From an optimization exercise on the open Yosys and OpenROAD flow, aimed at small area and a short achievable clock period; shortcuts taken in it are not production practice.
Function was checked by simulation only, so behaviour that the tests miss may differ from the original.
No driver is modelled on the clock port, so clocking that relies on it looks cheaper here than on a real chip.
No activity file was given, so power comes from the tool's default toggle rates.

==> trial 94: inputs <==
## regfile_param
module regfile_param #(
  parameter int DATA_W   = 32,
  parameter int ADDR_W   = 5,
  parameter int DEPTH    = 32,
  parameter int ZERO_REG = 1,
  parameter int BYPASS   = 1
) (
  input  logic             clk,
  input  logic             rst_n,
  input  logic             write,
  input  logic [ADDR_W-1:0] writeReg,
  input  logic [DATA_W-1:0] writeData,
  input  logic [DATA_W/8-1:0] writeMask,
  input  logic             readEn,
  input  logic [ADDR_W-1:0] readReg1,
  input  logic [ADDR_W-1:0] readReg2,
  input  logic             clearReq,
  output logic [DATA_W-1:0] readData1,
  output logic [DATA_W-1:0] readData2,
  output logic             busy,
  output logic             clearDone
);
clock: 5.5 ns
lec_check: 0
cap_margin: 20
core_margin: 2
core_utilization: 50
place_density: 0.6
setup_slack_margin: 2.8
slew_margin: 20
synth_hierarchical: 1
synth_minimum_keep_size: 0
run.sh (not shown) runs the stock make flow with config.mk's settings and CLKGATE_MAP_FILE= SYNTH_SCRIPT=/design/flow/synth_recipe.tcl, a recipe that flattens the netlist after the stock synthesis.
==> build 9: changes against trial 94 <==
--- a/flow/config.mk
+++ b/flow/config.mk
@@ -8,7 +8,6 @@
 export CAP_MARGIN = 20
 export CORE_MARGIN = 2
-export CORE_UTILIZATION = 50
-export PLACE_DENSITY = 0.6
-export SETUP_SLACK_MARGIN = 2.8
+export CORE_UTILIZATION = 25
+export PLACE_DENSITY = 0.35
 export SLEW_MARGIN = 20
 export SYNTH_HIERARCHICAL = 1
==> trial 22: changes against trial 94 <==
==> flow/flow/run.sh (new file) <==
#!/bin/bash
set -euo pipefail
bash standard.sh \
  "BUFFER_PORTS_ARGS=-buffer_cell sky130_fd_sc_hd__buf_2" \
  "CTS_ARGS=-sink_clustering_enable -repair_clock_nets -dont_use_dummy_load -sink_clustering_size 25 -sink_clustering_max_diameter 80" \
  finish > orfs_make.log 2>&1
==> flow/standard.sh (new file) <==
#!/bin/bash
# synth_recipe.tcl (not shown) runs the flow's synth.tcl, then flattens the netlist and writes it again
# the make line also repeats each setting of config.mk as NAME=value (left out here)
make -C /OpenROAD-flow-scripts/flow DESIGN_CONFIG=/design/flow/config.mk WORK_HOME=/design/flow/orfs CLKGATE_MAP_FILE= SYNTH_SCRIPT=/design/flow/synth_recipe.tcl "${@:-finish}"
removed: flow/run.sh
==> notes <==
- Build 9 produced a clean layout. Trial 94 went through all stages and came out clean. Trial 22 ran to the end with no violations.
- Wire length: build 9 > trial 94 > trial 22.
- Against trial 94, the sequential share of layout area of trial 22 is higher by 3.3 points.
- Against trial 22, the final cell count of trial 94 is higher by 4.5%.
- Maximum frequency: build 9 < trial 22 < trial 94.
- The highest first-iteration DRC count belongs to trial 94, the lowest to build 9.
- Worst setup slack, lowest first: build 9, trial 22, trial 94.
- In synthesized area, build 9 and trial 22 do not differ.

==> pepper <==
Another version of the RTL of regfile_param (not shown whole).
==> flow/config.mk <==
export PLATFORM = sky130hd
export DESIGN_NAME = regfile_param
export DESIGN_NICKNAME = regfile_param
export VERILOG_FILES = /design/flow/design.v
export SDC_FILE = /design/flow/constraint.sdc
export NUM_CORES = 4
export LEC_CHECK = 0
export CAP_MARGIN = 20
export CORE_MARGIN = 2
export CORE_UTILIZATION = 50
export PLACE_DENSITY = 0.6
export SLEW_MARGIN = 20
export SYNTH_HIERARCHICAL = 1
export SYNTH_MINIMUM_KEEP_SIZE = 0
==> flow/constraint.sdc <==
create_clock -name core_clock -period 5.5 [get_ports {clk}]
set_input_delay 1.1000 -clock core_clock [delete_from_list [all_inputs] [get_ports {clk}]]
set_output_delay 1.1000 -clock core_clock [all_outputs]
set_load 0.01 [all_outputs]
standard.sh (not shown) runs the stock make flow with config.mk's settings and CLKGATE_MAP_FILE= SYNTH_SCRIPT=/design/flow/synth_recipe.tcl, a recipe that flattens the netlist after the stock synthesis.
==> flow/flow/run.sh <==
#!/bin/bash
set -euo pipefail
ARGS=(
  "BUFFER_PORTS_ARGS=-buffer_cell sky130_fd_sc_hd__buf_2"
  "CTS_ARGS=-sink_clustering_enable -repair_clock_nets -dont_use_dummy_load -sink_clustering_size 25 -sink_clustering_max_diameter 80"
)
RES=orfs/results/$FLOW_PLATFORM/regfile_param/base
bash standard.sh "${ARGS[@]}" cts > orfs_make_cts.log 2>&1
SIZE_ODB=$RES/4_cts.odb SIZE_SDC=$RES/4_cts.sdc SIZE_TARGET=2.6 SIZE_MAX_ADD=1500 SIZE_WIRE_SCALE=1.4 \
  openroad -no_init -exit flow/size_step.tcl > size_cts.log 2>&1
bash standard.sh "${ARGS[@]}" finish > orfs_make_finish.log 2>&1
Other scripts of this flow, unchanged in this note and not shown: flow/flow/size_lib.tcl, flow/flow/size_step.tcl
==> fjord: changes against pepper <==
CORE_UTILIZATION = 60   (was 50)
PLACE_DENSITY = 0.7   (was 0.6)
==> comparison table <==
metric	fjord	pepper
Final hold slack	0.4613 ns	0.4601 ns
Startpoint of the most critical register-to-register path	g_entry[30].v$_DFFE_PN0P_	busy_i$_DFF_PN0_
Leakage dissipation	18.40 nW	18.32 nW
Largest driver fanout on the critical path	17	24
Grt met3 use	26.02%	14.96%
Run status	timing/DRC/antenna clean	timing/DRC/antenna clean
Worst Max-Slew Pin Slew	1.155 ns	0.9722 ns
Number of antenna violations at the first check in global routing	15	13
Final std cell area, no fill	48010 µm²	48520 µm²
Horizontal die dimension	274.3 µm	300.1 µm
Detailed-routed wire length on met3	40.36 mm	32.83 mm
Die Outline Area	75220 µm²	90030 µm²
Worst Clk Skew	0.06003 ns	0.04236 ns
Filler Cells Inserted	5706	7572
Taps Inserted	959	1155
Slew HR	23.03%	35.11%
Maximum vdd drop	0.3250 mV	0.3311 mV
Fraction of layout instances using a drive strength above 1	7.466%	8.105%
CTS buffer count	51	53

static timing again, ports no longer ideal:
How much do the figures lean on ideal ports? The routed layouts below were timed once more, with nothing changed but the port constraints.
Step 1: set_driving_cell puts a clkbuf_16 on clk and a buf_2 on each other input, an assumption about the parent block.
Step 2 times the ports against the registers' clock, not the clock port: input delays grow and output delays shrink by t, the midpoint of the rising clock arrivals with the driver on.
Slacks: ideal ports / drivers / drivers and shift; pairs: ideal ports / drivers.
run | t, ns | setup slack, ns | cell pins on the clock port's net
trial 94 | 0.780 | 2.612 / 2.551 / 1.771 | 1
build 9 | 0.887 | 1.393 / 1.461 / 0.575 | 1
trial 22 | 0.719 | 2.499 / 2.466 / 1.747 | 1
pepper | 0.742 | 2.625 / 2.590 / 1.848 | 1
fjord | 0.726 | 2.199 / 2.232 / 1.507 | 1
After both steps setup and hold are still met in every run listed. The setup slack of trial 94, which loses most, moves by -0.061 ns with the drivers and by -0.841 ns with both steps.
